Background: an optimization exercise with open tools, aiming at small area, a short achievable clock period and few clock cycles per item. Do not read the settings as production practice. No run shown here included a check of the RTL's function; only the layout flow was run. No activity file was given, so power comes from the tool's default toggle rates.

### config.mk
export PLATFORM = sky130hd
export DESIGN_NAME = aes_dec_top
export DESIGN_NICKNAME = aes_dec_top
export VERILOG_FILES = /design/flow/design.v
export SDC_FILE = /design/flow/constraint.sdc
export NUM_CORES = 8
export LEC_CHECK = 0
export CAP_MARGIN = 20
export CORE_MARGIN = 2
export CORE_UTILIZATION = 40
export CTS_CLUSTER_DIAMETER = 100
export CTS_CLUSTER_SIZE = 25
export SLEW_MARGIN = 20
export TNS_END_PERCENT = 5
### constraint.sdc
create_clock -name core_clock -period 10.0 [get_ports {clk}]
set_input_delay 2.0000 -clock core_clock [delete_from_list [all_inputs] [get_ports {clk}]]
set_output_delay 2.0000 -clock core_clock [all_outputs]
set_load 0.01 [all_outputs]
### design.v
`default_nettype none
module aes_tmi_byte
(
    input  wire [7:0] i,
    output wire [7:0] o
);
    wire t1 = i[4] ^ i[5];
    wire t2 = i[1] ^ i[2];
    wire t3 = i[7] ^ t2;
    assign o[0] = t1;
    wire t4 = i[0] ^ i[1];
    assign o[1] = i[5] ^ t4;
    assign o[2] = i[1] ^ t1;
    wire t5 = i[0] ^ i[4];
    assign o[3] = t2 ^ t5;
    assign o[4] = t3;
    wire t6 = i[0] ^ i[6];
    assign o[5] = t1 ^ t6;
    wire t7 = i[3] ^ t1;
    assign o[6] = t3 ^ t7;
    assign o[7] = i[6] ^ t3;
endmodule
module aes_mt_byte
(
    input  wire [7:0] i,
    output wire [7:0] o
);
    wire t1 = i[4] ^ i[7];
    wire t2 = i[1] ^ i[2];
    wire t3 = i[5] ^ t1;
    wire t4 = i[0] ^ t3;
    assign o[0] = t4;
    assign o[1] = i[0] ^ i[2];
    wire t5 = i[0] ^ i[1];
    assign o[2] = i[3] ^ t5;
    wire t6 = i[0] ^ i[4];
    assign o[3] = i[6] ^ t6;
    assign o[4] = t2 ^ t4;
    assign o[5] = t2 ^ t3;
    assign o[6] = t1;
    wire t7 = i[3] ^ i[4];
    assign o[7] = t2 ^ t7;
endmodule
module aes_g_byte
(
    input  wire [7:0] i,
    output wire [7:0] o
);
    wire t1 = i[5] ^ i[7];
    wire t2 = i[2] ^ i[3];
    wire t3 = i[4] ^ i[6];
    wire t4 = i[1] ^ i[5];
    wire t5 = t1 ^ t2;
    wire t6 = i[0] ^ t3;
    assign o[0] = t5 ^ t6;
    assign o[1] = i[7];
    assign o[2] = i[4] ^ t1;
    wire t7 = i[3] ^ i[6];
    assign o[3] = t4 ^ t7;
    wire t8 = i[7] ^ t2;
    assign o[4] = t3 ^ t8;
    assign o[5] = t5;
    assign o[6] = t3 ^ t4;
    assign o[7] = t1;
endmodule
module aes_tinv_byte
(
    input  wire [7:0] i,
    output wire [7:0] o
);
    wire t1 = i[4] ^ i[5];
    wire t2 = i[2] ^ i[7];
    wire t3 = i[1] ^ i[7];
    wire t4 = i[3] ^ i[6];
    wire t5 = i[0] ^ i[4];
    assign o[0] = t3 ^ t5;
    assign o[1] = i[6] ^ t1;
    wire t6 = i[2] ^ i[5];
    assign o[2] = t4 ^ t6;
    assign o[3] = t2 ^ t4;
    assign o[4] = t2;
    assign o[5] = t3;
    wire t7 = i[1] ^ i[2];
    assign o[6] = t1 ^ t7;
    assign o[7] = i[1];
endmodule
module aes_lin_col
(
    input  wire [31:0] i,
    output wire [31:0] o
);
    wire t1 = i[3] ^ i[26];
    wire t2 = i[10] ^ i[11];
    wire t3 = i[18] ^ i[27];
    wire t4 = i[0] ^ i[21];
    wire t5 = i[19] ^ i[28];
    wire t6 = i[5] ^ i[16];
    wire t7 = i[2] ^ i[12];
    wire t8 = i[8] ^ i[29];
    wire t9 = i[13] ^ i[24];
    wire t10 = i[4] ^ i[20];
    wire t11 = i[15] ^ i[31];
    wire t12 = i[7] ^ i[23];
    wire t13 = i[6] ^ t2;
    wire t14 = i[30] ^ t7;
    wire t15 = i[22] ^ i[25];
    wire t16 = i[14] ^ i[17];
    wire t17 = i[9] ^ t4;
    wire t18 = i[1] ^ t9;
    wire t19 = t6 ^ t15;
    wire t20 = i[23] ^ t3;
    wire t21 = i[25] ^ t5;
    wire t22 = i[4] ^ t8;
    wire t23 = i[31] ^ t1;
    wire t24 = i[27] ^ t12;
    wire t25 = i[3] ^ t11;
    wire t26 = t10 ^ t17;
    wire t27 = t6 ^ t13;
    wire t28 = i[14] ^ i[22];
    wire t29 = i[0] ^ i[20];
    wire t30 = i[11] ^ i[17];
    wire t31 = i[1] ^ i[2];
    wire t32 = i[6] ^ i[14];
    wire t33 = i[26] ^ i[30];
    wire t34 = t3 ^ t16;
    wire t35 = i[2] ^ t1;
    wire t36 = t9 ^ t11;
    wire t37 = i[15] ^ t10;
    wire t38 = i[19] ^ t12;
    wire t39 = i[28] ^ t14;
    wire t40 = i[12] ^ t18;
    wire t41 = t19 ^ t30;
    wire t42 = t14 ^ t29;
    wire t43 = i[8] ^ i[10];
    wire t44 = i[21] ^ i[30];
    wire t45 = i[5] ^ i[22];
    wire t46 = i[10] ^ i[29];
    wire t47 = i[1] ^ i[16];
    wire t48 = i[9] ^ i[22];
    wire t49 = i[9] ^ i[24];
    wire t50 = i[18] ^ i[20];
    wire t51 = t1 ^ t16;
    wire t52 = i[6] ^ t4;
    wire t53 = i[8] ^ t3;
    wire t54 = i[7] ^ t5;
    wire t55 = t1 ^ t28;
    wire t56 = i[16] ^ t5;
    wire t57 = t2 ^ t8;
    wire t58 = i[15] ^ t2;
    wire t59 = i[26] ^ t24;
    wire t60 = t8 ^ t18;
    wire t61 = t22 ^ t31;
    wire t62 = t21 ^ t32;
    wire t63 = t13 ^ t17;
    wire t64 = t15 ^ t52;
    wire t65 = i[17] ^ t13;
    wire t66 = t6 ^ t38;
    wire t67 = t20 ^ t23;
    wire t68 = i[10] ^ t19;
    wire t69 = i[19] ^ t25;
    wire t70 = i[7] ^ t27;
    wire t71 = t42 ^ t54;
    wire t72 = t27 ^ t40;
    wire t73 = i[12] ^ t11;
    wire t74 = t3 ^ t73;
    assign o[0] = t62 ^ t74;
    wire t75 = i[0] ^ i[24];
    wire t76 = i[4] ^ t7;
    wire t77 = t75 ^ t76;
    wire t78 = t41 ^ t59;
    assign o[1] = t77 ^ t78;
    wire t79 = t33 ^ t43;
    wire t80 = t5 ^ t20;
    wire t81 = t37 ^ t79;
    wire t82 = t64 ^ t80;
    assign o[2] = t81 ^ t82;
    wire t83 = i[5] ^ t33;
    wire t84 = t34 ^ t36;
    assign o[3] = t83 ^ t84;
    wire t85 = i[14] ^ i[21];
    wire t86 = i[2] ^ t85;
    wire t87 = t21 ^ t37;
    wire t88 = t53 ^ t86;
    wire t89 = t87 ^ t88;
    assign o[4] = t70 ^ t89;
    wire t90 = i[18] ^ i[3];
    wire t91 = t90 ^ t37;
    wire t92 = t39 ^ t41;
    wire t93 = t60 ^ t91;
    assign o[5] = t92 ^ t93;
    wire t94 = i[30] ^ t4;
    wire t95 = t18 ^ t21;
    wire t96 = t24 ^ t35;
    wire t97 = t58 ^ t94;
    wire t98 = t95 ^ t96;
    assign o[6] = t97 ^ t98;
    wire t99 = i[13] ^ i[9];
    wire t100 = t99 ^ t14;
    wire t101 = t22 ^ t25;
    wire t102 = t100 ^ t101;
    assign o[7] = t68 ^ t102;
    wire t103 = i[1] ^ t10;
    wire t104 = t103 ^ t24;
    assign o[8] = t55 ^ t104;
    wire t105 = i[25] ^ t43;
    wire t106 = t105 ^ t18;
    wire t107 = t106 ^ t42;
    assign o[9] = t69 ^ t107;
    wire t108 = t32 ^ t47;
    wire t109 = t108 ^ t22;
    wire t110 = t109 ^ t39;
    assign o[10] = t67 ^ t110;
    wire t111 = i[13] ^ t12;
    wire t112 = t111 ^ t35;
    assign o[11] = t112 ^ t64;
    wire t113 = i[15] ^ i[4];
    wire t114 = t113 ^ t46;
    wire t115 = t114 ^ t20;
    wire t116 = t55 ^ t56;
    wire t117 = t115 ^ t116;
    assign o[12] = t40 ^ t117;
    wire t118 = i[23] ^ t33;
    wire t119 = t118 ^ t21;
    wire t120 = t119 ^ t26;
    assign o[13] = t120 ^ t72;
    wire t121 = t20 ^ t61;
    wire t122 = t63 ^ t69;
    assign o[14] = t121 ^ t122;
    wire t123 = i[17] ^ t12;
    wire t124 = t44 ^ t50;
    wire t125 = t123 ^ t124;
    assign o[15] = t125 ^ t72;
    wire t126 = i[11] ^ t48;
    wire t127 = t126 ^ t25;
    assign o[16] = t127 ^ t39;
    wire t128 = i[20] ^ i[28];
    wire t129 = t12 ^ t128;
    wire t130 = t47 ^ t129;
    wire t131 = t53 ^ t130;
    assign o[17] = t63 ^ t131;
    wire t132 = t10 ^ t28;
    wire t133 = t49 ^ t7;
    wire t134 = t132 ^ t133;
    wire t135 = t23 ^ t134;
    assign o[18] = t135 ^ t70;
    wire t136 = i[14] ^ t11;
    wire t137 = t31 ^ t44;
    wire t138 = t136 ^ t137;
    assign o[19] = t57 ^ t138;
    wire t139 = i[11] ^ i[24];
    wire t140 = t139 ^ t45;
    wire t141 = t14 ^ t140;
    wire t142 = t141 ^ t26;
    assign o[20] = t67 ^ t142;
    wire t143 = i[31] ^ i[6];
    wire t144 = t143 ^ t5;
    wire t145 = t7 ^ t144;
    wire t146 = t34 ^ t145;
    wire t147 = t26 ^ t60;
    assign o[21] = t146 ^ t147;
    wire t148 = i[12] ^ i[9];
    wire t149 = t148 ^ t23;
    wire t150 = t34 ^ t57;
    wire t151 = t149 ^ t150;
    assign o[22] = t66 ^ t151;
    wire t152 = i[26] ^ i[29];
    wire t153 = t152 ^ t50;
    wire t154 = t153 ^ t17;
    wire t155 = t36 ^ t154;
    assign o[23] = t62 ^ t155;
    wire t156 = i[30] ^ t10;
    wire t157 = t156 ^ t38;
    assign o[24] = t157 ^ t65;
    wire t158 = i[18] ^ t11;
    wire t159 = t49 ^ t158;
    wire t160 = t22 ^ t51;
    wire t161 = t56 ^ t159;
    assign o[25] = t160 ^ t161;
    wire t162 = i[18] ^ i[22];
    wire t163 = t16 ^ t162;
    wire t164 = t9 ^ t163;
    wire t165 = t58 ^ t164;
    assign o[26] = t165 ^ t71;
    wire t166 = i[18] ^ i[6];
    wire t167 = t166 ^ t46;
    wire t168 = t48 ^ t167;
    assign o[27] = t168 ^ t66;
    wire t169 = i[13] ^ t8;
    wire t170 = t169 ^ t23;
    wire t171 = t170 ^ t65;
    assign o[28] = t171 ^ t71;
    wire t172 = i[12] ^ i[27];
    wire t173 = i[28] ^ i[7];
    wire t174 = t172 ^ t173;
    wire t175 = t8 ^ t174;
    wire t176 = t51 ^ t175;
    wire t177 = t26 ^ t68;
    assign o[29] = t176 ^ t177;
    wire t178 = i[19] ^ i[20];
    wire t179 = i[7] ^ t178;
    wire t180 = t3 ^ t179;
    wire t181 = t35 ^ t36;
    wire t182 = t180 ^ t181;
    assign o[30] = t41 ^ t182;
    wire t183 = i[28] ^ t16;
    wire t184 = t4 ^ t45;
    wire t185 = t183 ^ t184;
    wire t186 = t185 ^ t59;
    assign o[31] = t61 ^ t186;
endmodule
module aes_norm_byte
(
    input  wire [7:0] z,
    output wire [3:0] d
);
    wire n9 = z[0] ^ z[2];
    wire n10 = z[6] ^ n9;
    wire n11 = z[7] ^ n10;
    wire n12 = z[2] ^ z[4];
    wire n13 = z[5] ^ n12;
    wire n14 = z[1] ^ z[3];
    wire n15 = z[5] ^ n14;
    wire n16 = z[6] ^ n15;
    wire n17 = z[3] ^ z[4];
    wire n18 = z[5] ^ n17;
    wire n19 = z[6] ^ n18;
    wire n20 = z[0] & z[4];
    wire n21 = z[1] & z[4];
    wire n22 = z[0] & z[5];
    wire n23 = n21 ^ n22;
    wire n24 = z[2] & z[4];
    wire n25 = z[1] & z[5];
    wire n26 = z[0] & z[6];
    wire n27 = n24 ^ n25;
    wire n28 = n26 ^ n27;
    wire n29 = z[3] & z[4];
    wire n30 = z[2] & z[5];
    wire n31 = z[1] & z[6];
    wire n32 = z[0] & z[7];
    wire n33 = n29 ^ n30;
    wire n34 = n31 ^ n32;
    wire n35 = n33 ^ n34;
    wire n36 = z[3] & z[5];
    wire n37 = z[2] & z[6];
    wire n38 = z[1] & z[7];
    wire n39 = n36 ^ n37;
    wire n40 = n38 ^ n39;
    wire n41 = z[3] & z[6];
    wire n42 = z[2] & z[7];
    wire n43 = n41 ^ n42;
    wire n44 = z[3] & z[7];
    wire n45 = n20 ^ n40;
    wire n46 = n23 ^ n43;
    wire n47 = n40 ^ n46;
    wire n48 = n28 ^ n44;
    wire n49 = n43 ^ n48;
    wire n50 = n35 ^ n44;
    wire n51 = n11 ^ n45;
    wire n52 = n13 ^ n47;
    wire n53 = n16 ^ n49;
    wire n54 = n19 ^ n50;
    assign d[0] = n51;
    assign d[1] = n52;
    assign d[2] = n53;
    assign d[3] = n54;
endmodule
module aes_s1_byte
(
    input  wire [7:0] z,
    input  wire [3:0] d,
    output wire [7:0] o
);
    wire [3:0] th;
    assign th[0] = (d == 4'd1) | (d == 4'd2) | (d == 4'd4) | (d == 4'd5) | (d == 4'd6) | (d == 4'd8) | (d == 4'd11) | (d == 4'd14);
    assign th[1] = (d == 4'd3) | (d == 4'd5) | (d == 4'd6) | (d == 4'd7) | (d == 4'd8) | (d == 4'd9) | (d == 4'd12) | (d == 4'd14);
    assign th[2] = (d == 4'd3) | (d == 4'd4) | (d == 4'd6) | (d == 4'd7) | (d == 4'd8) | (d == 4'd10) | (d == 4'd11) | (d == 4'd13);
    assign th[3] = (d == 4'd2) | (d == 4'd3) | (d == 4'd4) | (d == 4'd5) | (d == 4'd8) | (d == 4'd10) | (d == 4'd12) | (d == 4'd15);
    wire m12 = th[0] & z[0];
    wire m13 = th[1] & z[0];
    wire m14 = th[0] & z[1];
    wire m15 = m13 ^ m14;
    wire m16 = th[2] & z[0];
    wire m17 = th[1] & z[1];
    wire m18 = th[0] & z[2];
    wire m19 = m16 ^ m17;
    wire m20 = m18 ^ m19;
    wire m21 = th[3] & z[0];
    wire m22 = th[2] & z[1];
    wire m23 = th[1] & z[2];
    wire m24 = th[0] & z[3];
    wire m25 = m21 ^ m22;
    wire m26 = m23 ^ m24;
    wire m27 = m25 ^ m26;
    wire m28 = th[3] & z[1];
    wire m29 = th[2] & z[2];
    wire m30 = th[1] & z[3];
    wire m31 = m28 ^ m29;
    wire m32 = m30 ^ m31;
    wire m33 = th[3] & z[2];
    wire m34 = th[2] & z[3];
    wire m35 = m33 ^ m34;
    wire m36 = th[3] & z[3];
    wire m37 = m12 ^ m32;
    wire m38 = m15 ^ m35;
    wire m39 = m32 ^ m38;
    wire m40 = m20 ^ m36;
    wire m41 = m35 ^ m40;
    wire m42 = m27 ^ m36;
    wire m43 = th[0] & z[4];
    wire m44 = th[1] & z[4];
    wire m45 = th[0] & z[5];
    wire m46 = m44 ^ m45;
    wire m47 = th[2] & z[4];
    wire m48 = th[1] & z[5];
    wire m49 = th[0] & z[6];
    wire m50 = m47 ^ m48;
    wire m51 = m49 ^ m50;
    wire m52 = th[3] & z[4];
    wire m53 = th[2] & z[5];
    wire m54 = th[1] & z[6];
    wire m55 = th[0] & z[7];
    wire m56 = m52 ^ m53;
    wire m57 = m54 ^ m55;
    wire m58 = m56 ^ m57;
    wire m59 = th[3] & z[5];
    wire m60 = th[2] & z[6];
    wire m61 = th[1] & z[7];
    wire m62 = m59 ^ m60;
    wire m63 = m61 ^ m62;
    wire m64 = th[3] & z[6];
    wire m65 = th[2] & z[7];
    wire m66 = m64 ^ m65;
    wire m67 = th[3] & z[7];
    wire m68 = m43 ^ m63;
    wire m69 = m46 ^ m66;
    wire m70 = m63 ^ m69;
    wire m71 = m51 ^ m67;
    wire m72 = m66 ^ m71;
    wire m73 = m58 ^ m67;
    assign o[0] = m37;
    assign o[1] = m39;
    assign o[2] = m41;
    assign o[3] = m42;
    assign o[4] = m68;
    assign o[5] = m70;
    assign o[6] = m72;
    assign o[7] = m73;
endmodule
module aes_inv_s1
(
    input  wire [127:0] x,
    input  wire [63:0]  d,
    input  wire [127:0] kg,
    output wire [127:0] a
);
    wire [127:0] q;
    aes_s1_byte u_0_0 (.z(x[127:120]), .d(d[63:60]), .o(q[127:120]));
    aes_s1_byte u_0_1 (.z(x[119:112]), .d(d[59:56]), .o(q[119:112]));
    aes_s1_byte u_0_2 (.z(x[111:104]), .d(d[55:52]), .o(q[111:104]));
    aes_s1_byte u_0_3 (.z(x[103:96]), .d(d[51:48]), .o(q[103:96]));
    aes_s1_byte u_1_0 (.z(x[95:88]), .d(d[47:44]), .o(q[95:88]));
    aes_s1_byte u_1_1 (.z(x[87:80]), .d(d[43:40]), .o(q[87:80]));
    aes_s1_byte u_1_2 (.z(x[79:72]), .d(d[39:36]), .o(q[79:72]));
    aes_s1_byte u_1_3 (.z(x[71:64]), .d(d[35:32]), .o(q[71:64]));
    aes_s1_byte u_2_0 (.z(x[63:56]), .d(d[31:28]), .o(q[63:56]));
    aes_s1_byte u_2_1 (.z(x[55:48]), .d(d[27:24]), .o(q[55:48]));
    aes_s1_byte u_2_2 (.z(x[47:40]), .d(d[23:20]), .o(q[47:40]));
    aes_s1_byte u_2_3 (.z(x[39:32]), .d(d[19:16]), .o(q[39:32]));
    aes_s1_byte u_3_0 (.z(x[31:24]), .d(d[15:12]), .o(q[31:24]));
    aes_s1_byte u_3_1 (.z(x[23:16]), .d(d[11:8]), .o(q[23:16]));
    aes_s1_byte u_3_2 (.z(x[15:8]), .d(d[7:4]), .o(q[15:8]));
    aes_s1_byte u_3_3 (.z(x[7:0]), .d(d[3:0]), .o(q[7:0]));
    assign a = q ^ kg;
endmodule
module aes_norms
(
    input  wire [127:0] x,
    output wire [63:0]  d
);
    aes_norm_byte n_0_0 (.z(x[127:120]), .d(d[63:60]));
    aes_norm_byte n_0_1 (.z(x[119:112]), .d(d[59:56]));
    aes_norm_byte n_0_2 (.z(x[111:104]), .d(d[55:52]));
    aes_norm_byte n_0_3 (.z(x[103:96]), .d(d[51:48]));
    aes_norm_byte n_1_0 (.z(x[95:88]), .d(d[47:44]));
    aes_norm_byte n_1_1 (.z(x[87:80]), .d(d[43:40]));
    aes_norm_byte n_1_2 (.z(x[79:72]), .d(d[39:36]));
    aes_norm_byte n_1_3 (.z(x[71:64]), .d(d[35:32]));
    aes_norm_byte n_2_0 (.z(x[63:56]), .d(d[31:28]));
    aes_norm_byte n_2_1 (.z(x[55:48]), .d(d[27:24]));
    aes_norm_byte n_2_2 (.z(x[47:40]), .d(d[23:20]));
    aes_norm_byte n_2_3 (.z(x[39:32]), .d(d[19:16]));
    aes_norm_byte n_3_0 (.z(x[31:24]), .d(d[15:12]));
    aes_norm_byte n_3_1 (.z(x[23:16]), .d(d[11:8]));
    aes_norm_byte n_3_2 (.z(x[15:8]), .d(d[7:4]));
    aes_norm_byte n_3_3 (.z(x[7:0]), .d(d[3:0]));
endmodule
module aes_inv_s2
(
    input  wire [127:0] a,
    output wire [127:0] y
);
    wire [127:0] v;
    aes_lin_col l_0 (.i({a[103:96], a[111:104], a[119:112], a[127:120]}), .o({v[103:96], v[111:104], v[119:112], v[127:120]}));
    aes_lin_col l_1 (.i({a[71:64], a[79:72], a[87:80], a[95:88]}), .o({v[71:64], v[79:72], v[87:80], v[95:88]}));
    aes_lin_col l_2 (.i({a[39:32], a[47:40], a[55:48], a[63:56]}), .o({v[39:32], v[47:40], v[55:48], v[63:56]}));
    aes_lin_col l_3 (.i({a[7:0], a[15:8], a[23:16], a[31:24]}), .o({v[7:0], v[15:8], v[23:16], v[31:24]}));
    assign y[127:120] = v[127:120];
    assign y[119:112] = v[23:16];
    assign y[111:104] = v[47:40];
    assign y[103:96] = v[71:64];
    assign y[95:88] = v[95:88];
    assign y[87:80] = v[119:112];
    assign y[79:72] = v[15:8];
    assign y[71:64] = v[39:32];
    assign y[63:56] = v[63:56];
    assign y[55:48] = v[87:80];
    assign y[47:40] = v[111:104];
    assign y[39:32] = v[7:0];
    assign y[31:24] = v[31:24];
    assign y[23:16] = v[55:48];
    assign y[15:8] = v[79:72];
    assign y[7:0] = v[103:96];
endmodule
module aes_z0
(
    input  wire [127:0] ct,
    input  wire [127:0] k10,
    output wire [127:0] z
);
    assign z[127:120] = ct[127:120] ^ k10[127:120];
    assign z[119:112] = ct[23:16] ^ k10[23:16];
    assign z[111:104] = ct[47:40] ^ k10[47:40];
    assign z[103:96] = ct[71:64] ^ k10[71:64];
    assign z[95:88] = ct[95:88] ^ k10[95:88];
    assign z[87:80] = ct[119:112] ^ k10[119:112];
    assign z[79:72] = ct[15:8] ^ k10[15:8];
    assign z[71:64] = ct[39:32] ^ k10[39:32];
    assign z[63:56] = ct[63:56] ^ k10[63:56];
    assign z[55:48] = ct[87:80] ^ k10[87:80];
    assign z[47:40] = ct[111:104] ^ k10[111:104];
    assign z[39:32] = ct[7:0] ^ k10[7:0];
    assign z[31:24] = ct[31:24] ^ k10[31:24];
    assign z[23:16] = ct[55:48] ^ k10[55:48];
    assign z[15:8] = ct[79:72] ^ k10[79:72];
    assign z[7:0] = ct[103:96] ^ k10[103:96];
endmodule
module aes_tmi_word
(
    input  wire [31:0] i,
    output wire [31:0] o
);
    aes_tmi_byte b0 (.i(i[31:24]), .o(o[31:24]));
    aes_tmi_byte b1 (.i(i[23:16]), .o(o[23:16]));
    aes_tmi_byte b2 (.i(i[15:8]), .o(o[15:8]));
    aes_tmi_byte b3 (.i(i[7:0]), .o(o[7:0]));
endmodule
module aes_mt_word
(
    input  wire [31:0] i,
    output wire [31:0] o
);
    aes_mt_byte b0 (.i(i[31:24]), .o(o[31:24]));
    aes_mt_byte b1 (.i(i[23:16]), .o(o[23:16]));
    aes_mt_byte b2 (.i(i[15:8]), .o(o[15:8]));
    aes_mt_byte b3 (.i(i[7:0]), .o(o[7:0]));
endmodule
module aes_g_word
(
    input  wire [31:0] i,
    output wire [31:0] o
);
    aes_g_byte b0 (.i(i[31:24]), .o(o[31:24]));
    aes_g_byte b1 (.i(i[23:16]), .o(o[23:16]));
    aes_g_byte b2 (.i(i[15:8]), .o(o[15:8]));
    aes_g_byte b3 (.i(i[7:0]), .o(o[7:0]));
endmodule
module aes_tinv_word
(
    input  wire [31:0] i,
    output wire [31:0] o
);
    aes_tinv_byte b0 (.i(i[31:24]), .o(o[31:24]));
    aes_tinv_byte b1 (.i(i[23:16]), .o(o[23:16]));
    aes_tinv_byte b2 (.i(i[15:8]), .o(o[15:8]));
    aes_tinv_byte b3 (.i(i[7:0]), .o(o[7:0]));
endmodule
module aes_kc_word
(
    output wire [31:0] o
);
    assign o = 32'hfdfdfdfd;
endmodule
module aes_c63_word
(
    output wire [31:0] o
);
    assign o = {4{8'h33}};
endmodule
`default_nettype wire
`default_nettype none
module aes_round_key_store
(
    input  logic         clk,
    input  logic         key_we,
    input  logic [5:0]   key_addr,
    input  logic [31:0]  key_wdata,
    input  logic [31:0]  wdata_z,      
    input  logic [9:0]   round_sel,    
    output logic [127:0] round_key,    
    output logic [127:0] last_key      
);
    logic [31:0] mem [44];
    logic [31:0] wdata_g;
    logic [31:0] c63;
    logic [31:0] kc;
    aes_g_word i_g (
        .i (key_wdata),
        .o (wdata_g)
    );
    aes_kc_word i_kc (
        .o (kc)
    );
    aes_c63_word i_c63 (
        .o (c63)
    );
    always_ff @(posedge clk)
    begin
        for (int i = 0; i < 44; i++)
        begin
            if (key_we && (key_addr == 6'(i)))
            begin
                if (i >= 40)
                begin
                    mem[i] <= wdata_z ^ c63;
                end
                else
                begin
                    mem[i] <= (i >= 4) ? (wdata_g ^ kc) : wdata_g;
                end
            end
        end
    end
    assign last_key = {mem[40], mem[41], mem[42], mem[43]};
    always_comb
    begin
        round_key = '0;
        for (int r = 0; r < 10; r++)
        begin
            if (round_sel[r])
            begin
                round_key = round_key | {mem[4 * r], mem[4 * r + 1], mem[4 * r + 2], mem[4 * r + 3]};
            end
        end
    end
endmodule
`default_nettype wire
`default_nettype none
module aes_dec_regs
(
    input  logic         clk,
    input  logic         reset,
    input  logic [11:0]  paddr,
    input  logic         psel,
    input  logic         penable,
    input  logic         pwrite,
    input  logic [31:0]  pwdata,
    output logic [31:0]  prdata,
    output logic         pready,
    output logic         pslverr,
    input  logic         fin,         
    input  logic [127:0] plaintext,   
    output logic         key_we,
    output logic [5:0]   key_addr,
    output logic [31:0]  key_wdata,
    output logic         start,
    output logic         ctrl_wr,     
    output logic [31:0]  wdata_z,     
    output logic [127:0] ciphertext   
);
    logic        busy;
    logic        done;
    logic        busy_n;
    logic        done_n;
    logic        key_hit;
    logic        din_hit;
    logic        ctrl_hit;
    logic        stat_hit;
    logic        dout_hit;
    logic        err_n;
    logic [31:0] rd_n;
    logic [31:0] prdata_q;
    logic        err_q;
    logic        wr_q;       
    logic        key_q;
    logic        din_q;
    logic        ctrl_q;
    logic [5:0]  widx_q;
    logic        we;
    logic [31:0] ct_word;
    logic [31:0] pt_word;
    logic [31:0] ct_std;
    logic [31:0] pt_std;
    assign busy_n = busy && !fin;
    assign done_n = done || fin;
    assign key_hit  = (paddr < 12'h0b0);
    assign din_hit  = (paddr[11:4] == 8'h10);
    assign ctrl_hit = (paddr[11:2] == 10'h044);
    assign stat_hit = (paddr[11:2] == 10'h045);
    assign dout_hit = (paddr[11:4] == 8'h12);
    assign err_n = !(key_hit || din_hit || ctrl_hit || stat_hit || dout_hit)
                   || (pwrite && busy_n && (key_hit || din_hit || ctrl_hit))
                   || (pwrite && (stat_hit || dout_hit));
    assign ct_word = ciphertext[127 - 32 * paddr[3:2] -: 32];
    assign pt_word = plaintext[127 - 32 * paddr[3:2] -: 32];
    aes_mt_word i_ct_back (
        .i (ct_word),
        .o (ct_std)
    );
    aes_tinv_word i_pt_back (
        .i (pt_word),
        .o (pt_std)
    );
    aes_tmi_word i_wdata_z (
        .i (pwdata),
        .o (wdata_z)
    );
    always_comb
    begin
        rd_n = '0;  
        if (stat_hit)
        begin
            rd_n = {30'd0, done_n, busy_n};
        end
        else if (din_hit)
        begin
            rd_n = ct_std;
        end
        else if (dout_hit)
        begin
            rd_n = pt_std;
        end
    end
    always_ff @(posedge clk)
    begin
        prdata_q <= rd_n;
        err_q    <= err_n;
        wr_q     <= psel && !penable && pwrite && !err_n;
        key_q    <= key_hit;
        din_q    <= din_hit;
        ctrl_q   <= ctrl_hit;
        widx_q   <= paddr[7:2];
    end
    assign prdata  = prdata_q;
    assign pslverr = err_q;
    assign pready  = 1'b1;  
    assign we        = wr_q;  
    assign key_we    = we && key_q;
    assign key_addr  = widx_q;
    assign key_wdata = pwdata;
    assign ctrl_wr   = we && ctrl_q;
    assign start     = ctrl_wr && pwdata[0];
    always_ff @(posedge clk)
    begin
        for (int w = 0; w < 4; w++)
        begin
            if (we && din_q && (widx_q[1:0] == 2'(w)))
            begin
                ciphertext[127 - 32 * w -: 32] <= wdata_z;
            end
        end
    end
    always_ff @(posedge clk)
    begin
        if (reset)
        begin
            busy <= 1'b0;
            done <= 1'b0;
        end
        else if (start)
        begin
            busy <= 1'b1;
            done <= 1'b0;
        end
        else if (fin)
        begin
            busy <= 1'b0;
            done <= 1'b1;
        end
    end
endmodule
`default_nettype wire
`default_nettype none
module aes_dec_engine
(
    input  logic         clk,
    input  logic         reset,
    input  logic         start,
    input  logic         ctrl_wr,     
    input  logic         start_bit,
    input  logic [127:0] ciphertext,
    input  logic [127:0] last_key,
    input  logic [127:0] round_key,
    output logic [9:0]   round_sel,   
    output logic         fin,         
    output logic [127:0] plaintext
);
    logic         run;
    logic         ph;        
    logic [9:0]   rsel;      
    logic         pend_q;
    logic         z_ok_q;    
    logic         go;
    logic         rdy;
    logic         a_en;
    logic [127:0] state_q;
    logic [63:0]  norm_q;    
    logic [127:0] state_d;
    logic [63:0]  norm_d;
    logic [127:0] a_q;
    logic [127:0] z0;
    logic [127:0] s1_out;
    logic [127:0] s2_out;
    assign round_sel = rsel;
    assign plaintext = a_q;
    aes_z0 i_z0 (
        .ct  (ciphertext),
        .k10 (last_key),
        .z   (z0)
    );
    aes_inv_s1 i_s1 (
        .x  (state_q),
        .d  (norm_q),
        .kg (round_key),
        .a  (s1_out)
    );
    aes_inv_s2 i_s2 (
        .a (a_q),
        .y (s2_out)
    );
    assign rdy = z_ok_q && !run;
    assign go  = (start || pend_q) && rdy;
    assign a_en = (start_bit && (ctrl_wr && rdy)) || ((pend_q && rdy) || (run && !ph));
    assign fin = run && ph && rsel[0];
    assign state_d = run ? s2_out : z0;
    aes_norms i_norms (
        .x (state_d),
        .d (norm_d)
    );
    always_ff @(posedge clk)
    begin
        state_q <= state_d;
        norm_q  <= norm_d;
        if (a_en)
        begin
            a_q <= s1_out;
        end
    end
    always_ff @(posedge clk)
    begin
        if (reset)
        begin
            run    <= 1'b0;
            ph     <= 1'b0;
            rsel   <= 10'b10_0000_0000;
            pend_q <= 1'b0;
            z_ok_q <= 1'b0;
        end
        else
        begin
            pend_q <= (start || pend_q) && !go;
            z_ok_q <= !run;
            if (go)
            begin
                run  <= 1'b1;
                ph   <= 1'b1;
                rsel <= 10'b01_0000_0000;
            end
            else if (run)
            begin
                ph <= !ph;
                if (!ph)
                begin
                    if (rsel[0])
                    begin
                        run  <= 1'b0;
                        rsel <= 10'b10_0000_0000;
                    end
                    else
                    begin
                        rsel <= rsel >> 1;
                    end
                end
            end
        end
    end
endmodule
`default_nettype wire
`default_nettype none
module aes_dec_top
(
    input  logic        clk,
    input  logic        reset,
    input  logic [11:0] paddr,
    input  logic        psel,
    input  logic        penable,
    input  logic        pwrite,
    input  logic [31:0] pwdata,
    output logic [31:0] prdata,
    output logic        pready,
    output logic        pslverr
);
    logic         key_we;
    logic [5:0]   key_addr;
    logic [31:0]  key_wdata;
    logic         start;
    logic         ctrl_wr;
    logic         fin;
    logic [127:0] ciphertext;
    logic [127:0] plaintext;
    logic [127:0] round_key;
    logic [127:0] last_key;
    logic [31:0]  wdata_z;
    logic [9:0]   round_sel;
    aes_dec_regs i_aes_dec_regs (
        .clk        (clk),
        .reset      (reset),
        .paddr      (paddr),
        .psel       (psel),
        .penable    (penable),
        .pwrite     (pwrite),
        .pwdata     (pwdata),
        .prdata     (prdata),
        .pready     (pready),
        .pslverr    (pslverr),
        .fin        (fin),
        .plaintext  (plaintext),
        .key_we     (key_we),
        .key_addr   (key_addr),
        .key_wdata  (key_wdata),
        .start      (start),
        .ctrl_wr    (ctrl_wr),
        .wdata_z    (wdata_z),
        .ciphertext (ciphertext)
    );
    aes_round_key_store i_aes_round_key_store (
        .clk       (clk),
        .key_we    (key_we),
        .key_addr  (key_addr),
        .key_wdata (key_wdata),
        .wdata_z   (wdata_z),
        .round_sel (round_sel),
        .round_key (round_key),
        .last_key  (last_key)
    );
    aes_dec_engine i_aes_dec_engine (
        .clk        (clk),
        .reset      (reset),
        .start      (start),
        .ctrl_wr    (ctrl_wr),
        .start_bit  (pwdata[0]),
        .ciphertext (ciphertext),
        .last_key   (last_key),
        .round_key  (round_key),
        .round_sel  (round_sel),
        .fin        (fin),
        .plaintext  (plaintext)
    );
endmodule
`default_nettype wire
### flow/run.sh
#!/bin/bash
# The standard layout (standard.sh, its synthesis unchanged) with two changes to how the layout
# is made: the port buffers are buf_2 cells, and timing repair works until the setup slack reaches
# SETUP_SLACK_MARGIN, well above zero at the 10 ns clock. The tools' output goes to standard.log.
set -euo pipefail
export SETUP_SLACK_MARGIN=7.0
export BUFFER_PORTS_ARGS="-buffer_cell sky130_fd_sc_hd__buf_2"
bash standard.sh > standard.log 2>&1
### standard.sh
#!/bin/bash
# synth_recipe.tcl (not shown) runs the flow's synth.tcl, then flattens the netlist and writes it again
# the make line also repeats each setting of config.mk as NAME=value (left out here)
make -C /OpenROAD-flow-scripts/flow DESIGN_CONFIG=/design/flow/config.mk WORK_HOME=/design/flow/orfs CLKGATE_MAP_FILE= SYNTH_SCRIPT=/design/flow/synth_recipe.tcl "${@:-finish}"
==> metrics.cfg, run 1 <==
[synthesis]
ys.flop_type = edfxtp_1
synth.area.top_cells = edfxtp_1 53%, xnor2_1 12%, dfxtp_1 5.4%
yosysWarnings = 4
synth.top_cells.by_count = 1,664 x edfxtp_1, 1,233 x xnor2_1, 638 x nand2_1
synth_seq_cells = 1915
synth.largest_area_cell = edfxtp_1
synth_top_area_frac = 0.534
synth.cell_area_um2 = 93500
ys_types = 76
synth.most_common_cell = edfxtp_1
async_flop_share = 0
avgSynthCellArea_um2 = 13.3
synth_edf_count = 1664
synthCells = 7012
ys_seq_area_frac = 0.588
synth_fp_nets = 7093

[worst_setup_path]
cp-startpoint = i_aes_dec_engine.a_q[34]
worst-setup-path-type = flip-flop to flip-flop
crit_path_end_kind = flip-flop
required_ps = 10720
critPathMaxFanout = 7
slowest_stage = xnor2_1
reg2reg_slack_ps = 6590
crit_chain = buf_12 > xor2_2 > xnor2_1 > xnor3_1 > xnor2_1 > mux2i_1 > nor2_1 > xnor2_1 > xnor2_1 > xnor2_1
start_kind = flip-flop
cpPeakStageDelay_ps = 580
path_common_cell = xnor2_1
worstReg2RegStart = i_aes_dec_engine.a_q[34]
worstPathArrival_ps = 4140

[clocking]
worstSkewPairLatency_ps = 800
clock_sinks = 1915
cts_made_buffers = 89
cts_tree = yes
htreeDepth = 3
cts_buffer_depth = 3
root_buffer = clkbuf_16
clk_pin_slew_ps = 110
hold_buffers = 0

[placement]
dp_hpwl_mm = 197
place_ws_ps = 4660
gp_congestion = 0.989
dpl.cell_count = 9813
portBuffers = 79

[worst_hold_path]
hp-class = flip-flop to flip-flop
hold_start = i_aes_dec_regs.done

[finish]
fin_nets = 7442
syn2layout_area_growth_pct = 16.3
fin_util = 0.468
final_cell_count_no_fill = 10500
drive_gt1_frac = 0.191

[power]
ir_drop_mv = 0.139
p_leak_uw = 0.0374
p_per_area_nw_per_um2 = 130
power_uw = 14100

[global_route]
grt_max_degree = 110
antenna_found_initial = 12
gr-total-overflow = 0
grt_use_total = 0.263
grt_pass1_wl_mm = 442
grt_pass1_vias = 56700

[detailed_routing]
via_per_inst = 5.83
drtAntennaViolNets = 0
drc_errors = 0
drt_iter0_drc = 8772
detail_route.wl_per_cell_um = 30.9
firstDrtPassIters = 8
vias = 61100
drt_wl_total_mm = 324

[timing]
finalMaxSlewViolations = 0
period_share = 0.341
setup_ws_ps = 6590
relSlewSlack = 0.261
worst_clock_skew_ps = 80.6
setup_viol = 0
fmax_mhz = 293
finalCriticalPeriod_ps = 3410
hold_viol = 0
rsz0062_at_grt = true
worst_pin_slew_ps = 1100
setup_tns_ps = 0

[status]
status = complete, no violations

[floorplanning]
io_pins = 83
die_w_um = 488
initial_core_util = 0.402
rows = 177
coreArea_um2 = 233000
dieArea_um2 = 238000
die_h_um = 488

[run]
cap_viol_max_count = 0

path summary, 6_finish.rpt:
path / depth (start not counted) / to
max: 10 / i_aes_dec_engine.norm_q[52]
min: 2 / i_aes_dec_regs.done
max reg2reg: 10 / i_aes_dec_engine.norm_q[52]
min reg2reg: 2 / i_aes_dec_regs.done
power breakdown:
group / total [uW] / internal, uW / switching [uW]
Combinational: 837 / 238 / 599
Clock: 4350 / 1770 / 2580
Sequential: 8950 / 8940 / 3.25
layer usage:
metal	track usage	vias to the layer above	routed length, um
met5	0	-	0
met3	0.0501	522	33100
li1	-	26100	-
met1	0.370	31200	131000
met2	0.393	3275	142000
met4	0.124	0	17500
worst max-delay path, delay by kind of cell (launching register included):
kind	cells	cell delay, ps
buffers and inverters	1	170
XOR/XNOR	7	2150
AND/OR/NAND/NOR	1	210
flip-flops	1	430
multiplexers	1	390
through the flow:
stage | hold WS (ps) | area (um^2)
finish | 522 | 109000
floorplan | 455 | 94000
CTS | 520 | 107000
global route | 541 | 109000
detailed placement | 507 | 97600
global placement | 467 | 97500
registers in the layout, summed over array words and instances, names as in the netlist, 6 cells and up:
| name | cells |
|---|---|
| i_aes_dec_regs.prdata_q | 32 |
| i_aes_dec_engine.norm_q | 64 |
| i_aes_dec_engine.rsel | 10 |
| i_aes_dec_engine.state_q | 128 |
| i_aes_dec_regs.widx_q | 6 |
| i_aes_round_key_store.mem | 1408 |
| i_aes_dec_engine.a_q | 128 |
| i_aes_dec_regs.ciphertext | 128 |
logic make-up (layout without fill, tap and decap cells):
kind of cell             Yosys count  count (layout)  share of synthesized area
flip-flops                      1915            1915                      0.588
XOR/XNOR                        1912            1915                      0.210
AND/OR/NAND/NOR                 1246            1247                     0.0580
AO/OA/AOI/OAI                   1245            1245                     0.0948
buffers and inverters            552             963                     0.0239
multiplexers                     109             109                     0.0207
adder cells (fa/ha/maj)           32              32                    0.00428
other                              1              16                  0.0000401
cells in the final DEF (no fill, tap or decap), types with 100 or more instances in the layout:
master,count
clkbuf_16,100
dfxtp_1,231
a221oi_1,133
xnor2_1,1058
xnor3_1,116
a21oi_1,109
xor2_1,409
nand4_1,130
nand2_1,632
buf_4,469
xnor2_2,140
inv_1,101
a22o_1,129
a22oi_1,438
o21ai_0,167
nor2_1,260
edfxtp_1,1664
timing repair:
action	4_1_cts	5_1_grt
resized for setup	473	170
buffers inserted	350	113
gates cloned	24	11
pin swaps	117	86
setup endpoints to repair	1701	1429
area by class of cell:
class                      count  area (um^2)
antenna                       15         37.5
clock buffer                 147         2510
clock inverter                10          215
fill                       20300       124000
inverter                     126          542
multi-input combinational   4549        40200
sequential                  1915        55100
tap                         3043         3810
timing repair buffer         665         6340
timing repair inverter        15          113
==> run 2: changes to the inputs <==
--- a/design.v
+++ b/design.v
@@ -673,7 +673,6 @@
     output logic [5:0]   key_addr,
     output logic [31:0]  key_wdata,
     output logic         start,
-    output logic         ctrl_wr,     
     output logic [31:0]  wdata_z,     
     output logic [127:0] ciphertext   
 );
@@ -757,8 +756,7 @@
     assign key_we    = we && key_q;
     assign key_addr  = widx_q;
     assign key_wdata = pwdata;
-    assign ctrl_wr   = we && ctrl_q;
-    assign start     = ctrl_wr && pwdata[0];
+    assign start     = we && ctrl_q && pwdata[0];
     always_ff @(posedge clk)
     begin
         for (int w = 0; w < 4; w++)
@@ -795,8 +793,6 @@
     input  logic         clk,
     input  logic         reset,
     input  logic         start,
-    input  logic         ctrl_wr,     
-    input  logic         start_bit,
     input  logic [127:0] ciphertext,
     input  logic [127:0] last_key,
     input  logic [127:0] round_key,
@@ -810,8 +806,6 @@
     logic         pend_q;
     logic         z_ok_q;    
     logic         go;
-    logic         rdy;
-    logic         a_en;
     logic [127:0] state_q;
     logic [63:0]  norm_q;    
     logic [127:0] state_d;
@@ -837,9 +831,7 @@
         .a (a_q),
         .y (s2_out)
     );
-    assign rdy = z_ok_q && !run;
-    assign go  = (start || pend_q) && rdy;
-    assign a_en = (start_bit && (ctrl_wr && rdy)) || ((pend_q && rdy) || (run && !ph));
+    assign go  = (start || pend_q) && z_ok_q && !run;
     assign fin = run && ph && rsel[0];
     assign state_d = run ? s2_out : z0;
     aes_norms i_norms (
@@ -850,7 +842,7 @@
     begin
         state_q <= state_d;
         norm_q  <= norm_d;
-        if (a_en)
+        if (go || (run && !ph))
         begin
             a_q <= s1_out;
         end
@@ -913,7 +905,6 @@
     logic [5:0]   key_addr;
     logic [31:0]  key_wdata;
     logic         start;
-    logic         ctrl_wr;
     logic         fin;
     logic [127:0] ciphertext;
     logic [127:0] plaintext;
@@ -938,7 +929,6 @@
         .key_addr   (key_addr),
         .key_wdata  (key_wdata),
         .start      (start),
-        .ctrl_wr    (ctrl_wr),
         .wdata_z    (wdata_z),
         .ciphertext (ciphertext)
     );
@@ -956,8 +946,6 @@
         .clk        (clk),
         .reset      (reset),
         .start      (start),
-        .ctrl_wr    (ctrl_wr),
-        .start_bit  (pwdata[0]),
         .ciphertext (ciphertext),
         .last_key   (last_key),
         .round_key  (round_key),
==> run 2 against run 1 <==
Against the previous run: via count rose by 0.67%; core utilization barely moved; die area fell by 0.83%; combinational power decreased by 5.9%; first-iteration DRC count shrank 6.3%; register-to-register slack improved by 20 ps; non-clock buffer count decreased by 8.
==> metrics.cfg, run 2 <==
[status]
status = complete, no violations

[synthesis]
synthCells = 7091
synth.cell_area_um2 = 92700
avgSynthCellArea_um2 = 13.1
synth_seq_cells = 1915
ys_seq_area_frac = 0.593
synth_fp_nets = 7172
synth_edf_count = 1664
synth_top_area_frac = 0.539
yosysWarnings = 4
synth.area.top_cells = edfxtp_1 54%, xnor2_1 13%, dfxtp_1 5.4%
async_flop_share = 0
synth.top_cells.by_count = 1,664 x edfxtp_1, 1,344 x xnor2_1, 653 x nand2_1
ys.flop_type = edfxtp_1
ys_types = 76
synth.largest_area_cell = edfxtp_1
synth.most_common_cell = edfxtp_1

[clocking]
htreeDepth = 3
hold_buffers = 0
cts_made_buffers = 92
cts_buffer_depth = 3
clk_pin_slew_ps = 100
root_buffer = clkbuf_16
clock_sinks = 1915
cts_tree = yes
worstSkewPairLatency_ps = 810

[run]
cap_viol_max_count = 0

[power]
pwr-share-clk = 0.317
switchingPower_uw = 3240
switching_share = 0.227
p_int_uw = 11000
p_leak_uw = 0.0364
ir_drop_mv = 0.119
p_per_area_nw_per_um2 = 132
seqPwrFrac = 0.628
p_comb_frac = 0.055

[global_route]
antenna_found_initial = 18
gr-total-overflow = 0
grt_pass1_wl_mm = 440
grt_use_total = 0.263
grt_pass1_vias = 56600
grt_max_degree = 102

[placement]
place_ws_ps = 4900
gp_congestion = 1.00
portBuffers = 79
dp_hpwl_mm = 197

[worst_setup_path]
path_common_cell = xnor2_2
slowest_stage = xnor2_2
crit_chain = buf_2 > xnor2_2 > xnor2_1 > xnor2_2 > clkinvlp_4
worst-setup-path-type = primary input to flip-flop
critPathMaxFanout = 18
required_ps = 10450
crit_path_end_kind = flip-flop
worstPathArrival_ps = 3850
cpPeakStageDelay_ps = 500
start_kind = primary input

[floorplanning]
initial_core_util = 0.403
die_h_um = 485
coreArea_um2 = 230000
io_pins = 83
rows = 176
die_w_um = 485
dieArea_um2 = 236000

[timing]
setup_tns_ps = 0
worst_clock_skew_ps = 37.9
setup_ws_ps = 6600
fmax_mhz = 294
relSlewSlack = 0.249
worst_pin_slew_ps = 1120
period_share = 0.340
hold_viol = 0
setup_viol = 0
finalMaxSlewViolations = 0
rsz0062_at_grt = true
finalCriticalPeriod_ps = 3400

[detailed_routing]
drt_iter0_drc = 8220
drtAntennaViolNets = 0
via_per_inst = 5.83
vias = 61500
detail_route.wl_per_cell_um = 30.8
drt_wl_total_mm = 325
firstDrtPassIters = 5
drc_errors = 0

[finish]
fin_nets = 7523
syn2layout_area_growth_pct = 16.1
final_common_cell = edfxtp_1
fin_util = 0.468
mostFrequentLayoutCells = 1,664 x edfxtp_1, 1,166 x xnor2_1, 647 x nand2_1
drive_gt1_frac = 0.188
top_register = i_aes_round_key_store.mem
largest_reg_flops = 1408

[worst_hold_path]
hp-class = flip-flop to flip-flop

[run 2: cell families after synthesis]
kind of cell,share of synthesized area
XOR/XNOR,0.204
AO/OA/AOI/OAI,0.0952
multiplexers,0.0215
other,0.0000404
buffers and inverters,0.0235
flip-flops,0.593
adder cells (fa/ha/maj),0.00432
AND/OR/NAND/NOR,0.0588
[run 2: final timing paths]
check | startpoint | to | slack, ps | depth (start not counted)
max | pwdata[26] | i_aes_round_key_store.mem[10][28] | 6600 | 5
min reg2reg | i_aes_dec_regs.busy | i_aes_dec_regs.busy | 500 | 2
min | i_aes_dec_regs.busy | i_aes_dec_regs.busy | 500 | 2
max reg2reg | i_aes_dec_engine.a_q[2] | i_aes_dec_engine.norm_q[37] | 6610 | 11
[run 2: stage by stage]
| stage | power, uW | area, um^2 | cells | hold WS (ps) |
|---|---|---|---|---|
| floorplan | 9510 | 93200 | 7091 | 454 |
| global placement | 9740 | 96700 | 9877 | 470 |
| detailed placement | 9770 | 96700 | 9877 | 472 |
| CTS | 14200 | 106000 | 10400 | 499 |
| global route | 14600 | 108000 | 10500 | 533 |
| finish | 14200 | 108000 | 10500 | 499 |
[run 2: worst max-delay path: cells and delay by family]
family                 cells  cell delay [ps]
XOR/XNOR                   3             1200
buffers and inverters      2              640
[run 2: final cells by class]
cell class | count | area [um^2]
Fill cell | 20100 | 123000
Antenna cell | 7 | 17.5
Multi-Input combinational cell | 4637 | 39400
Clock inverter | 20 | 307
Timing Repair inverter | 14 | 105
Clock buffer | 143 | 2540
Timing Repair Buffer | 657 | 5990
Tap cell | 3026 | 3790
Sequential cell | 1915 | 55100
Inverter | 125 | 536
[run 2: timing repair]
item                                     CTS  global route
gates resized for setup                  428           157
setup buffers                            366            95
endpoints found under the setup margin  1787          1420
gates cloned                              22            13
pin swaps                                108            55
[run 2: routing by layer]
| metal | track usage | up-vias | part of all wire |
|---|---|---|---|
| met5 | 0 | - | 0.00013 |
| met4 | 0.107 | 6 | 0.048 |
| met3 | 0.0446 | 581 | 0.098 |
| met2 | 0.402 | 3317 | 0.45 |
| met1 | 0.370 | 31300 | 0.41 |
| li1 | - | 26300 | - |
[run 2: power by group through the flow]
stage,clock network (uW),registers (uW),logic (uW)
finish,4510,8950,788
global route,4820,8950,837
CTS,4560,8950,733
detailed placement,0,9140,635
global placement,0,9140,608
floorplan,0,9130,379
==> run 3: changes to the inputs <==
--- a/design.v
+++ b/design.v
@@ -605,7 +605,7 @@
     input  logic [5:0]   key_addr,
     input  logic [31:0]  key_wdata,
     input  logic [31:0]  wdata_z,      
-    input  logic [9:0]   round_sel,    
+    input  logic [39:0]  round_sel,    
     output logic [127:0] round_key,    
     output logic [127:0] last_key      
 );
@@ -613,8 +613,11 @@
     logic [31:0] wdata_g;
     logic [31:0] c63;
     logic [31:0] kc;
+    logic        pend_q;
+    logic [5:0]  pend_addr_q;
+    logic [31:0] pend_data_q;
     aes_g_word i_g (
-        .i (key_wdata),
+        .i (pend_data_q),
         .o (wdata_g)
     );
     aes_kc_word i_kc (
@@ -625,18 +628,24 @@
     );
     always_ff @(posedge clk)
     begin
+        pend_q      <= key_we && (key_addr < 6'd40);
+        pend_addr_q <= key_addr;
+        pend_data_q <= key_wdata;
+    end
+    always_ff @(posedge clk)
+    begin
         for (int i = 0; i < 44; i++)
         begin
-            if (key_we && (key_addr == 6'(i)))
+            if (i >= 40)
             begin
-                if (i >= 40)
+                if (key_we && (key_addr == 6'(i)))
                 begin
                     mem[i] <= wdata_z ^ c63;
                 end
-                else
-                begin
-                    mem[i] <= (i >= 4) ? (wdata_g ^ kc) : wdata_g;
-                end
+            end
+            else if (pend_q && (pend_addr_q == 6'(i)))
+            begin
+                mem[i] <= (i >= 4) ? (wdata_g ^ kc) : wdata_g;
             end
         end
     end
@@ -646,9 +655,12 @@
         round_key = '0;
         for (int r = 0; r < 10; r++)
         begin
-            if (round_sel[r])
+            for (int c = 0; c < 4; c++)
             begin
-                round_key = round_key | {mem[4 * r], mem[4 * r + 1], mem[4 * r + 2], mem[4 * r + 3]};
+                if (round_sel[10 * c + r])
+                begin
+                    round_key[127 - 32 * c -: 32] = round_key[127 - 32 * c -: 32] | mem[4 * r + c];
+                end
             end
         end
     end
@@ -759,12 +771,9 @@
     assign start     = we && ctrl_q && pwdata[0];
     always_ff @(posedge clk)
     begin
-        for (int w = 0; w < 4; w++)
+        if (we && din_q)
         begin
-            if (we && din_q && (widx_q[1:0] == 2'(w)))
-            begin
-                ciphertext[127 - 32 * w -: 32] <= wdata_z;
-            end
+            ciphertext[127 - 32 * widx_q[1:0] -: 32] <= wdata_z;
         end
     end
     always_ff @(posedge clk)
@@ -796,13 +805,14 @@
     input  logic [127:0] ciphertext,
     input  logic [127:0] last_key,
     input  logic [127:0] round_key,
-    output logic [9:0]   round_sel,   
+    output logic [39:0]  round_sel,   
     output logic         fin,         
     output logic [127:0] plaintext
 );
     logic         run;
     logic         ph;        
     logic [9:0]   rsel;      
+    logic [9:0]   ksel [4];  
     logic         pend_q;
     logic         z_ok_q;    
     logic         go;
@@ -814,7 +824,7 @@
     logic [127:0] z0;
     logic [127:0] s1_out;
     logic [127:0] s2_out;
-    assign round_sel = rsel;
+    assign round_sel = {ksel[3], ksel[2], ksel[1], ksel[0]};
     assign plaintext = a_q;
     aes_z0 i_z0 (
         .ct  (ciphertext),
@@ -849,6 +859,24 @@
     end
     always_ff @(posedge clk)
     begin
+        for (int c = 0; c < 4; c++)
+        begin
+            if (reset)
+            begin
+                ksel[c] <= 10'b10_0000_0000;
+            end
+            else if (go)
+            begin
+                ksel[c] <= 10'b01_0000_0000;
+            end
+            else if (run && !ph)
+            begin
+                ksel[c] <= ksel[c][0] ? 10'b10_0000_0000 : (ksel[c] >> 1);
+            end
+        end
+    end
+    always_ff @(posedge clk)
+    begin
         if (reset)
         begin
             run    <= 1'b0;
@@ -911,7 +939,7 @@
     logic [127:0] round_key;
     logic [127:0] last_key;
     logic [31:0]  wdata_z;
-    logic [9:0]   round_sel;
+    logic [39:0]  round_sel;
     aes_dec_regs i_aes_dec_regs (
         .clk        (clk),
         .reset      (reset),
==> run 3 against run 2 <==
Against the previous run: clock power up 3%; power rose by 5.2%; setup slack improved by 80 ps; critical endpoint is now prdata[5]; highest routed layer unchanged.
==> metrics.cfg, run 3 <==
[status]
status = complete, no violations

[finish]
nFillCells = 21500
top_register = i_aes_round_key_store.mem
final_common_cell = edfxtp_1
mostFrequentLayoutCells = 1,664 x edfxtp_1, 1,040 x xnor2_1, 656 x nand2_1
syn2layout_area_growth_pct = 13.4
drive_gt1_frac = 0.169
fin_nets = 7900
largest_reg_flops = 1408
final_area_um2 = 111000

[global_route]
gr-total-overflow = 0
grt_max_degree = 73
grt_pass1_vias = 59800
grt_use_total = 0.266
grt_pass1_wl_mm = 470
antenna_found_initial = 23

[timing]
worst_pin_slew_ps = 1180
period_share = 0.332
relSlewSlack = 0.213
finalMaxSlewViolations = 0
rsz0062_at_grt = true
worst_clock_skew_ps = 43.6
setup_viol = 0
fmax_mhz = 301
setup_tns_ps = 0
whs_ps = 409
finalCriticalPeriod_ps = 3320
hold_viol = 0

[placement]
gp_congestion = 0.967
placed_cell_area_um2 = 102000
portBuffers = 79
dp_hpwl_mm = 223

[power]
p_comb_frac = 0.071
p_leak_uw = 0.0391
p_per_area_nw_per_um2 = 135
seqPwrFrac = 0.618
ir_drop_mv = 0.139
pwr-share-clk = 0.311
switching_share = 0.239
switchingPower_uw = 3580
p_int_uw = 11400

[worst_setup_path]
crit_chain = buf_6
crit_path_end_kind = output port
slowest_stage = dfxtp_4
cp_num_cells = 1
cpPeakStageDelay_ps = 410
worstPathArrival_ps = 1320
critPathBufInv = 1
critPathMaxFanout = 1
required_ps = 8000
worst-setup-path-type = flip-flop to output port
reg2reg_slack_ps = 6680
cpLargestDelayFamily = flip-flops
cp-startpoint = i_aes_dec_regs.prdata_q[5]
r2r_cells = 10
start_kind = flip-flop
worstReg2RegStart = i_aes_dec_engine.a_q[12]
critPathCapture = prdata[5]
regToRegEndpoint = i_aes_dec_engine.norm_q[37]

[floorplanning]
initial_core_util = 0.402
io_pins = 83
die_w_um = 499
rows = 181
dieArea_um2 = 249000
die_h_um = 499
coreArea_um2 = 243000

[synthesis]
yosysWarnings = 5
synthCells = 7520
synth_edf_count = 1664
synth_fp_nets = 7608
avgSynthCellArea_um2 = 13.0
ys_types = 87
synth.top_cells.by_count = 1,664 x edfxtp_1, 1,144 x xnor2_1, 659 x nand2_1
synth.largest_area_cell = edfxtp_1
ys.flop_type = edfxtp_1
synth_top_area_frac = 0.511
synth.most_common_cell = edfxtp_1
synth_seq_cells = 1994
ys_seq_area_frac = 0.578
async_flop_share = 0
synth.area.top_cells = edfxtp_1 51%, xnor2_1 10%, dfxtp_1 6.7%
synth.cell_area_um2 = 97900

[clocking]
cts_made_buffers = 95
cts_buffer_depth = 3
root_buffer = clkbuf_16
htreeDepth = 3
clock_sinks = 1994
worstSkewPairLatency_ps = 810
clk_pin_slew_ps = 110
cts_tree = yes
hold_buffers = 0

[detailed_routing]
wl_met2_mm = 148
wl_met3_mm = 32.8
via_per_inst = 5.83
drc_errors = 0
dr.max_layer_used = met5
firstDrtPassIters = 6
drt_wl_total_mm = 341
drt_iter0_drc = 8580
vias = 64800
drtAntennaViolNets = 0
detail_route.wl_per_cell_um = 30.7
met1_length_mm = 139

[worst_hold_path]
hp-class = flip-flop to flip-flop
whs_path_depth = 0

[run]
cap_viol_max_count = 0

run 3: changes by cell type in the layout (fill, tap and decap cells not counted), moves of 27 or more:
cell	before	now
xnor2_4	54	22
inv_1	98	223
nor3b_1	10	40
xnor3_1	46	146
dfxtp_1	232	303
o21ai_0	166	193
xnor2_2	154	110
xnor2_1	1166	1040
o22ai_1	18	138
buf_4	478	531
run 3: metrics by stage:
step	setup WS, ps	util	power [uW]	instances
2_1_floorplan	6050	-	9850	7520
3_3_place_gp	4690	0.420	10400	10500
3_5_place_dp	4680	0.420	10400	10500
4_1_cts	6650	0.451	15000	11000
5_1_grt	6630	0.456	15300	11100
6_report	6680	0.456	15000	11100
run 3: final cells by class:
type,instances,area [um^2],share of cell area
Antenna cell,7,17.5,0.000158
Clock buffer,160,2680,0.0242
Clock inverter,17,293,0.00264
Inverter,239,915,0.00824
Multi-Input combinational cell,4812,40900,0.368
Sequential cell,1994,56600,0.510
Tap cell,3202,4010,0.0361
Timing Repair Buffer,670,5610,0.0505
run 3: worst min path at each step:
stage | start | end | slack (ps)
after floorplan | i_aes_dec_regs.widx_q[2] | i_aes_round_key_store.pend_addr_q[2] | 330
after CTS | i_aes_dec_regs.widx_q[2] | i_aes_round_key_store.pend_addr_q[2] | 400
after global routing | i_aes_dec_regs.widx_q[2] | i_aes_round_key_store.pend_addr_q[2] | 400
after global placement | i_aes_dec_regs.widx_q[2] | i_aes_round_key_store.pend_addr_q[2] | 380
final | i_aes_dec_regs.widx_q[2] | i_aes_round_key_store.pend_addr_q[2] | 410
after detailed placement | i_aes_dec_regs.widx_q[2] | i_aes_round_key_store.pend_addr_q[2] | 380
run 3: timing repair:
action                     CTS  global route
gates resized for setup    323            87
cloned                      14             0
pin swaps                   92            32
setup endpoints to repair  573           678
setup buffers              311            89
run 3: power by group through the flow:
stage	clock (uW)	sequential [uW]	combinational, uW
finish	4660	9260	1060
global placement	0	9450	954
detailed placement	0	9450	987
CTS	4700	9260	1030
floorplan	0	9450	404
global route	4960	9260	1080
run 3: cell families (layout without fill, tap and decap cells):
group,after synthesis,in the layout,share of synthesized area
flip-flops,1994,1994,0.578
XOR/XNOR,1869,1869,0.202
AO/OA/AOI/OAI,1461,1461,0.105
AND/OR/NAND/NOR,1324,1331,0.0603
buffers and inverters,721,1086,0.0297
multiplexers,111,111,0.0200
adder cells (fa/ha/maj),39,39,0.00499
other,1,8,0.0000383
run 3: per-layer routing:
layer / GRT usage / up-vias
met5: 0 / -
met4: 0.136 / 14
met3: 0.0505 / 598
met2: 0.396 / 3501
met1: 0.372 / 32800
li1: - / 27800
==> run 4: changes to the inputs <==
--- a/design.v
+++ b/design.v
@@ -771,9 +771,12 @@
     assign start     = we && ctrl_q && pwdata[0];
     always_ff @(posedge clk)
     begin
-        if (we && din_q)
+        for (int w = 0; w < 4; w++)
         begin
-            ciphertext[127 - 32 * widx_q[1:0] -: 32] <= wdata_z;
+            if (we && din_q && (widx_q[1:0] == 2'(w)))
+            begin
+                ciphertext[127 - 32 * w -: 32] <= wdata_z;
+            end
         end
     end
     always_ff @(posedge clk)
==> run 4 against run 3 <==
Against the previous run: still clean on timing, DRC and antenna; routed wire length down 4.8%; sequential cell count unchanged; via count down 4.9%; clock-buffer cell count down 1; sequential power about the same; maximum frequency down 1.6%; clock power up 0.9%; first-iteration DRC count up 1.5%; setup slack worse by 55 ps; combinational power down 7%; largest power group unchanged.
==> metrics.cfg, run 4 <==
[detailed_routing]
detail_route.wl_per_cell_um = 30.0
met1_length_mm = 138
wl_met2_mm = 143
vias = 61600
drc_errors = 0
via_per_inst = 5.69
drt_iter0_drc = 8712
drt_wl_total_mm = 324
firstDrtPassIters = 6
drtAntennaViolNets = 0
wl_met3_mm = 28.2
dr.max_layer_used = met5

[clocking]
clock_sinks = 1994
root_buffer = clkbuf_16
cts_made_buffers = 95
worstSkewPairLatency_ps = 830
cts_tree = yes
htreeDepth = 3
hold_buffers = 0
cts_buffer_depth = 3
clk_pin_slew_ps = 100

[finish]
fin_util = 0.460
mostFrequentLayoutCells = 1,664 x edfxtp_1, 1,135 x xnor2_1, 646 x nand2_1
top_register = i_aes_round_key_store.mem
largest_reg_flops = 1408
fin_nets = 7633
syn2layout_area_growth_pct = 14.2
multi_input_area_um2 = 39800
register_area_um2 = 56600
drive_gt1_frac = 0.176
final_cell_count_no_fill = 10800
final_common_cell = edfxtp_1
nFillCells = 20900

[synthesis]
synth_compound_area_frac = 0.0917
synth.cell_area_um2 = 95900
synth_xor_area_frac = 0.208
yosysWarnings = 5
synth_fp_nets = 7299
synthMuxAreaShare = 0.0206
synth.most_common_cell = edfxtp_1
avgSynthCellArea_um2 = 13.3
ys.flop_type = edfxtp_1
async_flop_share = 0
synth-adder-area-share = 0.00418
synthCells = 7218
synth.area.top_cells = edfxtp_1 52%, xnor2_1 12%, dfxtp_1 6.9%
yosys.area_share.simple = 0.0618
ys_types = 76
synth_top_area_frac = 0.521
synth_top_family_by_area = XOR/XNOR gates
synth_seq_cells = 1994
ys_seq_area_frac = 0.590
synth.largest_area_cell = edfxtp_1
synth_edf_count = 1664
synth.top_cells.by_count = 1,664 x edfxtp_1, 1,259 x xnor2_1, 650 x nand2_1

[placement]
dpl.cell_count = 10200
gp_congestion = 0.965
portBuffers = 79
dp_hpwl_mm = 213

[worst_setup_path]
crit_path_end_kind = flip-flop
critPathMaxFanout = 8
reg2reg_slack_ps = 6680
required_ps = 10640
worstPathArrival_ps = 4010
start_kind = primary input
worst-setup-path-type = primary input to flip-flop

[floorplanning]
die_w_um = 494
initial_core_util = 0.403
dieArea_um2 = 244000
die_h_um = 494
coreArea_um2 = 238000
io_pins = 83
rows = 179

[timing]
setup_viol = 0
worst_clock_skew_ps = 71.9
period_share = 0.338
finalCriticalPeriod_ps = 3380
relSlewSlack = 0.229
setup_tns_ps = 0
hold_viol = 0
whs_ps = 412
rsz0062_at_grt = true
worst_pin_slew_ps = 1160
finalMaxSlewViolations = 0
fmax_mhz = 296

[worst_hold_path]
hp-class = flip-flop to flip-flop

[global_route]
grt_pass1_wl_mm = 447
grt_max_degree = 73
antenna_found_initial = 28
gr-total-overflow = 0
grt_pass1_vias = 57200
grt_use_total = 0.259

[power]
p_leak_uw = 0.0380
p_per_area_nw_per_um2 = 137
ir_drop_mv = 0.188
power_uw = 15000

[run]
cap_viol_max_count = 0

[status]
status = complete, no violations

==> run 4: routing by layer <==
layer	vias up	track usage
met5	-	0
met4	4	0.107
met3	450	0.0392
met2	3025	0.389
met1	31400	0.374
li1	26700	-
==> run 4: repair_timing <==
action | 4_1_cts | 5_1_grt
cloned | 8 | 3
resized for setup | 319 | 103
hold endpoints to repair | 0 | 0
pin swaps | 94 | 43
buffers inserted | 367 | 56
endpoints found under the setup margin | 519 | 523
==> run 4: worst paths after layout <==
| kind | start | end | depth (start not counted) |
|---|---|---|---|
| hold reg to reg | i_aes_dec_regs.widx_q[3] | i_aes_round_key_store.pend_addr_q[3] | 0 |
| setup / recovery | paddr[2] | i_aes_dec_regs.prdata_q[7] | 5 |
| hold / removal | i_aes_dec_regs.widx_q[3] | i_aes_round_key_store.pend_addr_q[3] | 0 |
| setup reg to reg | i_aes_dec_engine.a_q[115] | i_aes_dec_engine.norm_q[63] | 9 |
==> run 4: power breakdown <==
part	switching, uW	internal (uW)
combinational	767	215
clock	2750	1950
sequential	22.2	9270
==> run 4: through the flow <==
step,setup slack [ps],cell area [um^2]
after CTS,6610,108000
final,6620,109000
after detailed placement,4800,100000
after global placement,4820,100000
after global routing,6600,109000
after floorplan,6050,96000
==> run 4: final cells by class <==
| class | count | share of cell area |
|---|---|---|
| diodes | 16 | 0.000366 |
| clock buffers | 159 | 0.0243 |
| inverters | 127 | 0.00454 |
| flip-flops and latches | 1994 | 0.517 |
| well taps | 3167 | 0.0362 |
| repair buffers | 684 | 0.0505 |
| multi-input cells | 4650 | 0.363 |
| clock inverters | 21 | 0.00376 |
==> run 4: critical path, stage by stage <==
cell      delay [ps]
buf_16           140
mux4_2           580
xnor2_1          400
xnor2_1          220
a211oi_1         650
==> run 4: cells by family after synthesis <==
| group | Yosys count |
|---|---|
| DFF | 1994 |
| xor gates and xnor gates | 1930 |
| and+or+nand+nor | 1328 |
| AOI/OAI and AO/OA | 1245 |
| buffers and inverters | 576 |
| muxes | 112 |
| adders and majority gates | 32 |
| other | 1 |

==> static timing again, ports no longer ideal <==
No port has a modelled driver above. Below, the same layouts with a new extraction and two added sets of constraints. Step 1 sets driving cells, clkbuf_16 on the clock port and buf_2 on the other inputs (assumed; they add their load-dependent delay and slew). Step 2 moves the port delays by t, midway between the first and last clock arrival at a register: inputs arrive t later, outputs are due t later. That takes back most of the time a late clock gives input paths. Slacks: ideal / step 1 / step 2; pairs: ideal / step 1.
| run | shift t [ns] | slack for setup (ns) | worst register clock-pin slew, ns | worst slew at a driven data input, ns |
|---|---|---|---|---|
| run 1 | 0.861 | 6.585 / 6.585 / 5.799 | 0.11 / 0.11 | 0.44 |
| run 2 | 0.885 | 6.599 / 6.561 / 5.769 | 0.11 / 0.11 | 0.30 |
| run 3 | 0.877 | 6.679 / 6.589 / 5.827 | 0.11 / 0.11 | 0.23 |
| run 4 | 0.876 | 6.624 / 6.456 / 5.580 | 0.11 / 0.11 | 0.27 |
After both steps every run listed still meets setup and hold. The setup slack of run 4, which loses most, moves by -0.168 ns with the drivers and by -1.044 ns with both steps.
